What follows belongs to an exercise in optimizing a design on an open flow for small area, a short achievable clock period and few clock cycles per item; a production flow would make more cautious choices. The RTL was checked by simulation tests, not by an equivalence proof against the original design.

==> flow/design.v (outline; a module is shown in full before it is edited, if it fits) <==
// module bfly_fa: 4 lines
// module bfly_benc: 6 lines
// module bfly_gp: 4 lines
// module bfly_ha: 4 lines
// module butterfly_top: 2223 lines
module butterfly_top (
    input  logic        clk,
    input  logic        rst_n,
    input  logic [96:0] in_i,
    input  logic        in_vld_i,
    output logic        in_rdy_o,
    input  logic        credit_i,
    output logic [31:0] ao_o,
    output logic [31:0] bo_o,
    output logic        out_vld_o
);
  // ...
==> flow/run.sh <==
#!/bin/bash
# synth_recipe.tcl (not shown) runs the flow's synth.tcl, then flattens the netlist and writes it again
# the make line also repeats each setting of config.mk as NAME=value (left out here)
make -C /OpenROAD-flow-scripts/flow DESIGN_CONFIG=/design/flow/config.mk WORK_HOME=/design/flow/orfs CLKGATE_MAP_FILE= SYNTH_SCRIPT=/design/flow/synth_recipe.tcl finish
==> flow/config.mk <==
export PLATFORM = sky130hd
export DESIGN_NAME = butterfly_top
export DESIGN_NICKNAME = butterfly_top
export VERILOG_FILES = /design/flow/design.v
export SDC_FILE = /design/flow/constraint.sdc
export NUM_CORES = 4
export LEC_CHECK = 0
export ABC_CLOCK_PERIOD_IN_PS = 5000
export CAP_MARGIN = 20
export CORE_MARGIN = 2
export CORE_UTILIZATION = 40
export SETUP_SLACK_MARGIN = 1.0
export SLEW_MARGIN = 20
export SYNTH_HIERARCHICAL = 1
export SYNTH_MINIMUM_KEEP_SIZE = 0
==> flow/constraint.sdc <==
create_clock -name core_clock -period 6.7 [get_ports {clk}]
set_input_delay 1.3400 -clock core_clock [delete_from_list [all_inputs] [get_ports {clk}]]
set_output_delay 1.3400 -clock core_clock [all_outputs]
set_load 0.01 [all_outputs]
==> impl_metrics.ini, run 1 <==
[clock_tree]
post_cts.resized_instances = 2
cts_buffer_depth = 2
cts.repair_timing.setup_buffer_count = 2
clk_latency_ns = 0.48
cts.reportedPaths.clkPinSlew_ns = 0.06
htree_num_levels = 4

[floorplanning]
floorplan.tapcells = 1030
boundary_pins = 167
chipHeight_um = 282

[finish]
seq_area_um2 = 2400
portion_of_the_layout_cell_area_used_by_non_clock_buffers_pct = 9.17
buffers_excl_clock = 329
n_multi_input_combinational_cell = 2650
n_fill_cell = 7222
layout.clock.cell_area_share_pct = 1.70

[routing]
wirelength_um = 104000
drtAntennaViolNets = 0
routed_length_on_met1_um = 44600
detailed_routing_iterations_pass_1 = 6
top_signal_layer_used = met5
detailroute.via_count = 24900

[worst_setup_path]
critPathSlowestCell = clkdlybuf4s50_1
r2r.worst_path.cells = 8
worstPathBufferInverterCount = 2
start_kind = input port
cp_cell_sequence = clkdlybuf4s50_1 -> nand2b_1 -> o22ai_2 -> buf_6 -> o21ai_0 -> xnor2_1 -> fa_1 -> fa_1 -> fa_1 -> fa_1 -> fa_1 -> fa_1
startpoint_of_the_most_critical_setup_path = in_i[2]
setup.worst_path.end_class = flip-flop

[worst_hold_path]
timing.hold.worst.class = flip-flop to flip-flop
worst_hold_path.endpoint = credit_cnt[0]
holdPathStages = 1

[placement]
place.detailed.hpwl_um = 76500
dpl-instance-area_um2 = 34600

[outcome]
run_status = complete, no violations

[global_route]
grt_pass1_wl_um = 159000
globalRouteMet3Util_pct = 6.53
Testbench counts, summed over its fixed seeds: cycles 5,472, items 4,800.
==> inputs of run 2 (changes only) <==
--- a/flow/config.mk
+++ b/flow/config.mk
@@ -9,7 +9,7 @@
 export CAP_MARGIN = 20
 export CORE_MARGIN = 2
 export CORE_UTILIZATION = 40
-export SETUP_SLACK_MARGIN = 1.0
+export SETUP_SLACK_MARGIN = 1.5
 export SLEW_MARGIN = 20
 export SYNTH_HIERARCHICAL = 1
 export SYNTH_MINIMUM_KEEP_SIZE = 0
==> run 2 against run 1 <==
Compared with the run above: still clean; wire length rose by 1.2%; worst setup slack gained 0.50 ns; first-iteration DRC count rose by 8.0%; final cell count is 2.1% higher; register-to-register slack improved by 0.02 ns; largest cell class unchanged.
==> impl_metrics.ini, run 2 <==
[floorplanning]
die_area_um2 = 79600
die_x_um = 282
core-area_um2 = 76200
boundary_pins = 167
chipHeight_um = 282
fp-row-count = 101
initial_utilization_pct = 40.6

[yosys]
post_synth.cell_area_avg_um2 = 9.87
yosysWarnings = 7
syn-cell-area_um2 = 30900
netlist_instances = 3134

[sta]
unrepaired_setup_endpoints_after_global_routing = yes
final.hold.worst_slack_ns = 0.513
max_clock_freq_mhz = 193
finalSetupTns_ns = 0
timing.final.crit_share_pct = 77.3
slew-limit-headroom_pct = 34.3
finalCriticalPeriod_ns = 5.18
tightest_slew_ns = 0.984
setup_viol = 0
final-max-slew-violation-count = 0
hold_viol_final = 0
finClkSkew_ns = 0.000514

[worst_setup_path]
cpMostUsedCell = fa_1
cp.arrival_ns = 5.54
timing.rr.end = credit_cnt[2]
r2r.worst_path.cells = 8
ff2ff_setup_slack_ns = 4.80
setup.worst_path.class = input port to flip-flop
worstPathBufferInverterCount = 2
crit_path_max_incr_delay_ns = 0.65
cp_cell_sequence = clkdlybuf4s15_2 -> xor2_4 -> buf_4 -> xnor2_1 -> fa_1 -> fa_2 -> fa_1 -> fa_1 -> fa_1
timing.rr.start = credit_cnt[2]
setup.worst_path.end_class = flip-flop
timing.critical_path.max_delay_family = adder cells
critPathSlowestCell = fa_2
start_kind = input port
crit_path_max_fanout = 12
required_ns = 7.06

[worst_hold_path]
worst_hold_path.endpoint = credit_cnt[0]
timing.hold.worst.class = flip-flop to flip-flop
timing.hold.worst.start = credit_cnt[0]
holdPathStages = 1

[placement]
globalplace.congestion = 0.921
place.detailed.hpwl_um = 76600
portBuffers = 166

[clock_tree]
tritoncts = done
cts_buffer_depth = 2
clock_sink_count = 119
clk_latency_ns = 0.49
tritoncts.num_buffers = 17
cts.reportedPaths.clkPinSlew_ns = 0.07
htree_num_levels = 4
cts-root-buf = clkbuf_16

[global_route]
grtUsageTotal_pct = 26.8
vias_in_the_first_global_route = 26200
grt_pass1_wl_um = 161000
grt_remaining_overflow = 0
largest_net_degree_at_the_start_of_global_routing = 60
antenna_found_initial = 4

[routing]
routedWlPerCell_um = 24.4
detailroute.via_count = 25400
wirelength_um = 106000
detailed_routing_iterations_pass_1 = 8
drtAntennaViolNets = 0
drt-vias-per-instance = 5.86
post-route-drc-count = 0
initialDrtViolationCount = 2692

[finish]
syn_to_final_growth_pct = 19.5
finish.net_count = 4108
final_common_cell = xnor2_1
post_route_cells_drive_above_1_share_pct = 14.5
layout_common_cells = xnor2_1, fa_1, a22oi_1

[flow_run]
drv.max_cap_violation_count = 0

[outcome]
run_status = complete, no violations
==> run 2: how the worst max path moves through the flow <==
stage          startpoint   endpoint  slack [ns]  cells past startpoint
2_1_floorplan    in_i[29]  s0_re[10]        1.48                     10
3_3_place_gp     in_i[96]  s0_re[11]        0.39                     12
3_5_place_dp     in_i[96]   s0_re[6]        0.37                     12
4_1_cts          s1_im[5]   bo_o[15]        1.50                     11
5_1_grt           in_i[7]   s0_im[8]        1.47                     12
6_report         in_i[29]   s0_im[6]        1.52                      9
==> run 2: final cells by class <==
type	count	area, um2
fill	7054	39200
multi-input combinational	2650	28100
timing repair buffer	413	4240
sequential	119	2430
tap	1030	1290
clock buffer	22	464
inverter	83	340
clock inverter	10	73.8
antenna	3	7.51
==> run 2: stage by stage <==
stage / util [%] / std cells / cell area, um2 / worst slack (ns)
6_report: 48.5 / 4330 / 37000 / 1.52
5_1_grt: 48.5 / 4329 / 37000 / 1.47
4_1_cts: 47.7 / 4305 / 36400 / 1.50
3_5_place_dp: 45.5 / 4217 / 34700 / 0.366
3_3_place_gp: 45.5 / 4217 / 34700 / 0.391
2_1_floorplan: - / 3162 / 31200 / 1.48
==> run 2: timing repair <==
item / in CTS / in global routing
setup endpoints to repair: 78 / 58
hold buffers: 0 / 0
setup buffers: 47 / 21
pin swaps: 45 / 28
gates resized for setup: 150 / 149
gates cloned: 9 / 1
==> run 2: per-layer routing <==
layer | vias up | global-route usage (%) | routed length [um]
met2 | 1408 | 41.8 | 47700
met1 | 12800 | 35.7 | 43400
met3 | 294 | 5.38 | 9020
li1 | 10900 | - | -
met5 | - | 0 | 13
met4 | 2 | 12.7 | 5490

-- static timing again, ports no longer ideal --
No port has a modelled driver above. Below, the same layouts with a new extraction and two added sets of constraints. Step 1, drivers: a clkbuf_16 drives clk and a buf_2 each remaining input, both assumed. Step 2, shift: input delay + t, output delay - t, t = (earliest + latest rising clock arrival at the registers) / 2. This alone moves slack from input paths to output paths. Slacks: no drivers / after step 1 / after step 2; pairs: no drivers / after step 1.
| run | t (ns) | setup WS [ns] | worst hold slack (ns) | slew at the worst register clock pin (ns) | cell pins on the clock port's net |
|---|---|---|---|---|---|
| run 1 | 0.553 | 1.023 / 1.070 / 0.517 | 0.497 / 0.497 / 0.497 | 0.08 / 0.08 | 1 |
| run 2 | 0.552 | 1.521 / 1.550 / 0.998 | 0.513 / 0.513 / 0.513 | 0.08 / 0.08 | 1 |
After both steps setup and hold are still met in every run listed. The setup slack of run 2, which loses most, moves by +0.029 ns with the drivers and by -0.523 ns with both steps.
